This design comes from an exercise in tuning for small area on the open sky130 flow, not from production work. Function was checked by simulation only, so behaviour that the tests miss may differ from the original. Power is estimated from default activity; no workload was simulated. No driver is modelled on the clock port, so clocking that relies on it looks cheaper here than on a real chip.

## lane 2
Design side_ch, start of the top module:
module side_ch
(
	input  logic                     clk,
	input  logic                     arst_n,
	input  logic                     reg_wr,
	input  logic                     reg_rd,
	input  logic [REG_ADDR_W-1:0]    reg_addr,
	input  logic [REG_DATA_W-1:0]    reg_wdata,
	output logic [REG_DATA_W-1:0]    reg_rdata,
	output logic                     reg_rvalid,
	input  logic                     short_preamble_detected,
	input  logic                     long_preamble_detected,
	input  logic                     pkt_header_valid_strobe,
	input  logic                     pkt_header_valid,
	input  logic                     fcs_in_strobe,
	input  logic                     fcs_ok,
	input  logic                     phy_tx_start,
	input  logic                     phy_tx_done,
	input  logic                     tx_pkt_need_ack,
	input  logic                     pkt_for_me,
	input  logic [ADDR2_W-1:0]       addr2,
	input  logic signed [RSSI_W-1:0] rssi_half_db,
	input  logic [2*IQ_W-1:0]        sample0_in,
	input  logic [2*IQ_W-1:0]        sample1_in,
	input  logic                     sample_in_strobe,
	output logic                     m_axis_tvalid,
	output logic [STREAM_W-1:0]      m_axis_tdata,
	output logic                     m_axis_tlast,
	input  logic                     m_axis_tready
);
	logic [NUM_EVENTS-1:0][COUNTER_W-1:0] counters;
	logic [REG_DATA_W-1:0] drop_cnt;
	logic [STREAM_W-1:0]   take_word;
	logic                  take;
	logic                  take_last;
	logic                  rssi_above;
	logic [TRIG_W-1:0]        cfg_trig_sel;
	logic signed [RSSI_W-1:0] cfg_rssi_th;
	logic [CAP_LEN_W-1:0]     cfg_cap_len;
	logic [NUM_EVENTS-1:0]    cfg_event_sel;
	logic [REG_DATA_W-1:0]    cfg_addr2_target;
	logic                     cfg_arm;
	logic [NUM_EVENTS-1:0]    cfg_counter_clr;
  ...
Size: about 2,600 cells after synthesis, ~1,300 flip-flops.
==> module side_ch_stream_fifo, before the edit <==
module side_ch_stream_fifo
(
	input  logic                  clk,
	input  logic                  arst_n,
	input  logic [STREAM_W-1:0]   take_word,
	input  logic                  take,
	input  logic                  take_last,
	input  logic                  m_axis_tready,
	output logic                  m_axis_tvalid,
	output logic [STREAM_W-1:0]   m_axis_tdata,
	output logic                  m_axis_tlast,
	output logic [REG_DATA_W-1:0] drop_cnt
);
	logic [STREAM_W:0]       mem [0:FIFO_DEPTH-1];
	logic [FIFO_AW-1:0]      wr_ptr;
	logic [FIFO_AW-1:0]      rd_ptr;
	logic                    full;
	logic                    offered;
	logic                    push;
	logic                    pop;
	logic [FIFO_AW-1:0]      wr_ptr_nx;
	logic                    full_nx;
	logic                    wr_en;
	logic [STREAM_W:0]       rd_word;
	assign push = offered && !full;
	assign pop  = m_axis_tvalid && m_axis_tready;
	assign wr_ptr_nx = wr_ptr + FIFO_AW'(push);
	assign full_nx = !pop && (full || (offered && (wr_ptr + FIFO_AW'(1) == rd_ptr)));
	assign wr_en   = take && !full_nx;
	logic                  drop_ev;
	logic [REG_DATA_W-1:0] drop_inc;
	assign drop_ev = offered && full;
	for (genvar k = 0; k < REG_DATA_W/8; k++)
	begin : g_drop_byte
		logic [8:0] c;
		if (k == 0)
			assign c[0] = drop_ev;
		else
			assign c[0] = drop_ev && (&drop_cnt[8*k-1:0]);
		for (genvar b = 0; b < 8; b++)
		begin : g_bit
			assign drop_inc[8*k+b] = drop_cnt[8*k+b] ^ c[b];
			assign c[b+1]          = drop_cnt[8*k+b] & c[b];
		end
	end
	always_ff @(posedge clk)
	begin
		for (int i = 0; i < FIFO_DEPTH; i++)
			if (wr_en && (wr_ptr_nx == FIFO_AW'(i)))
				mem[i] <= {take_last, take_word};
	end
	always_comb
	begin
		rd_word = '0;
		for (int i = 0; i < FIFO_DEPTH; i++)
		begin
			rd_word = rd_word | ({(STREAM_W+1){rd_ptr == FIFO_AW'(i)}} & mem[i]);
		end
	end
	assign m_axis_tvalid = full || (wr_ptr != rd_ptr);
	assign m_axis_tdata  = rd_word[STREAM_W-1:0];
	assign m_axis_tlast  = rd_word[STREAM_W];
	always_ff @(posedge clk or negedge arst_n)
	begin
		if (!arst_n)
		begin
			offered  <= 1'b0;
			wr_ptr   <= '0;
			rd_ptr   <= '0;
			full     <= 1'b0;
			drop_cnt <= '0;
		end
		else
		begin
			offered <= take;
			wr_ptr  <= wr_ptr_nx;
			full    <= full_nx;
			if (pop)
				rd_ptr <= rd_ptr + FIFO_AW'(1);
			drop_cnt <= drop_inc;
		end
	end
endmodule
clock: 6.0 ns
lec_check: 0
cap_margin: 20
core_margin: 2
core_utilization: 70
slew_margin: 20
standard.sh (not shown) runs the stock make flow with config.mk's settings and CLKGATE_MAP_FILE= SYNTH_SCRIPT=/design/flow/synth_recipe.tcl, a recipe that flattens the netlist after the stock synthesis.
==> flow/flow/run.sh <==
#!/bin/bash
# ORFS layout through the standard.sh with three changes:
#  - synthesis is the standard flow's own script (synth_recipe.tcl) with only the combinational
#    mapping changed: no adder cells are extracted (ADDER_MAP_FILE empty), and abc
#    runs flow/area.abc, an area-oriented mapping, in place of the flow's speed
#    script (flip-flop mapping, flattening and naming are unchanged);
#  - port buffers use the smallest buffer cell;
#  - clock tree synthesis uses clkbuf_16 sink clusters of up to 30 flip-flops within
#    120 um, without dummy loads.
set -euo pipefail
W=$(pwd)
cat > "$W/flow_synth.tcl" <<EOS
proc abc {args} {
  set i [lsearch -exact \$args -script]
  if {\$i >= 0} { set args [lreplace \$args [expr {\$i+1}] [expr {\$i+1}] $W/flow/area.abc] }
  yosys abc {*}\$args
}
source $W/synth_recipe.tcl
EOS
bash standard.sh finish \
  "SYNTH_SCRIPT=$W/flow_synth.tcl" \
  "ADDER_MAP_FILE=" \
  "BUFFER_PORTS_ARGS=-buffer_cell sky130_fd_sc_hd__buf_1" \
  "CTS_ARGS=-sink_clustering_enable -repair_clock_nets -dont_use_dummy_load -buf_list sky130_fd_sc_hd__clkbuf_16 -sink_clustering_size 30 -sink_clustering_max_diameter 120" \
  > make_finish.log 2>&1
==> flow/flow/area.abc <==
&get -n
&st
&dch
&nf -R 1000 -p -C 32 -F 8
&put
Setup changes, lane 2 to lane 4
diff --git a/flow/design.v b/flow/design.v
--- a/flow/design.v
+++ b/flow/design.v
@@ -290,23 +290,23 @@
 	output logic                  m_axis_tlast,
 	output logic [REG_DATA_W-1:0] drop_cnt
 );
 	logic [STREAM_W:0]       mem [0:FIFO_DEPTH-1];
-	logic [FIFO_AW-1:0]      wr_ptr;
-	logic [FIFO_AW-1:0]      rd_ptr;
+	logic [FIFO_AW:0]        count;
 	logic                    full;
 	logic                    offered;
 	logic                    push;
 	logic                    pop;
-	logic [FIFO_AW-1:0]      wr_ptr_nx;
 	logic                    full_nx;
-	logic                    wr_en;
+	logic                    shift;
+	logic [FIFO_AW-1:0]      head;
 	logic [STREAM_W:0]       rd_word;
+	assign full = count[FIFO_AW];
 	assign push = offered && !full;
 	assign pop  = m_axis_tvalid && m_axis_tready;
-	assign wr_ptr_nx = wr_ptr + FIFO_AW'(push);
-	assign full_nx = !pop && (full || (offered && (wr_ptr + FIFO_AW'(1) == rd_ptr)));
-	assign wr_en   = take && !full_nx;
+	assign full_nx = !pop && (full || (offered && (count == (FIFO_AW+1)'(FIFO_DEPTH-1))));
+	assign shift   = take && !full_nx;
+	assign head    = count[FIFO_AW-1:0] + (push ? FIFO_AW'(0) : FIFO_AW'(FIFO_DEPTH-1));
 	logic                  drop_ev;
 	logic [REG_DATA_W-1:0] drop_inc;
 	assign drop_ev = offered && full;
 	for (genvar k = 0; k < REG_DATA_W/8; k++)
@@ -323,40 +323,38 @@
 		end
 	end
 	always_ff @(posedge clk)
 	begin
-		for (int i = 0; i < FIFO_DEPTH; i++)
-			if (wr_en && (wr_ptr_nx == FIFO_AW'(i)))
-				mem[i] <= {take_last, take_word};
+		if (shift)
+		begin
+			mem[0] <= {take_last, take_word};
+			for (int i = 1; i < FIFO_DEPTH; i++)
+				mem[i] <= mem[i-1];
+		end
 	end
 	always_comb
 	begin
 		rd_word = '0;
 		for (int i = 0; i < FIFO_DEPTH; i++)
 		begin
-			rd_word = rd_word | ({(STREAM_W+1){rd_ptr == FIFO_AW'(i)}} & mem[i]);
+			rd_word = rd_word | ({(STREAM_W+1){head == FIFO_AW'(i)}} & mem[i]);
 		end
 	end
-	assign m_axis_tvalid = full || (wr_ptr != rd_ptr);
+	assign m_axis_tvalid = (count != '0);
 	assign m_axis_tdata  = rd_word[STREAM_W-1:0];
 	assign m_axis_tlast  = rd_word[STREAM_W];
 	always_ff @(posedge clk or negedge arst_n)
 	begin
 		if (!arst_n)
 		begin
 			offered  <= 1'b0;
-			wr_ptr   <= '0;
-			rd_ptr   <= '0;
-			full     <= 1'b0;
+			count    <= '0;
 			drop_cnt <= '0;
 		end
 		else
 		begin
 			offered <= take;
-			wr_ptr  <= wr_ptr_nx;
-			full    <= full_nx;
-			if (pop)
-				rd_ptr <= rd_ptr + FIFO_AW'(1);
+			count   <= count + (FIFO_AW+1)'(push) - (FIFO_AW+1)'(pop);
 			drop_cnt <= drop_inc;
 		end
 	end
 endmodule
Results
Taking lane 2 as the reference, in lane 4 share of power burned in the clock network now smaller; final number of max-transition violations comparable; average wire per cell in the routed design now smaller; design area now smaller.
[compare] base=lane 2 new=lane 4: final-layout worst hold slack decreased 0.078 ns; number of nets with antenna violations after detailed routing saw little to no change; share of synthesized area spent on multiplexers closely matched the old numbers.

-- static timing again, ports no longer ideal --
In the flow no input, the clock included, has a driving cell. The finished layouts below were timed again as built, in two steps. Step 1 (the two cells are an assumption about what drives the block):
set clk [get_ports {clk}]
set_driving_cell -lib_cell sky130_fd_sc_hd__clkbuf_16 $clk
set_driving_cell -lib_cell sky130_fd_sc_hd__buf_2 [delete_from_list [all_inputs] $clk]
Step 2 also shifts input and output timing later by t, the mid clock arrival at the registers, as if the neighbouring blocks saw the same clock. Slacks: no drivers / after step 1 / after step 2; pairs: no drivers / after step 1.
run	shift t [ns]	slack for setup (ns)	slew at the worst register clock pin (ns)	pins driven straight from the clock port
lane 2	0.692	0.225 / 0.258 / -0.433	0.12 / 0.12	1
lane 4	0.691	0.113 / 0.161 / -0.530	0.12 / 0.12	1
With both steps, setup timing fails in lane 2 and lane 4, where it was met with ideal ports. For lane 2, which loses most, drivers alone change the setup slack by +0.033 ns; drivers and shift together by -0.658 ns.
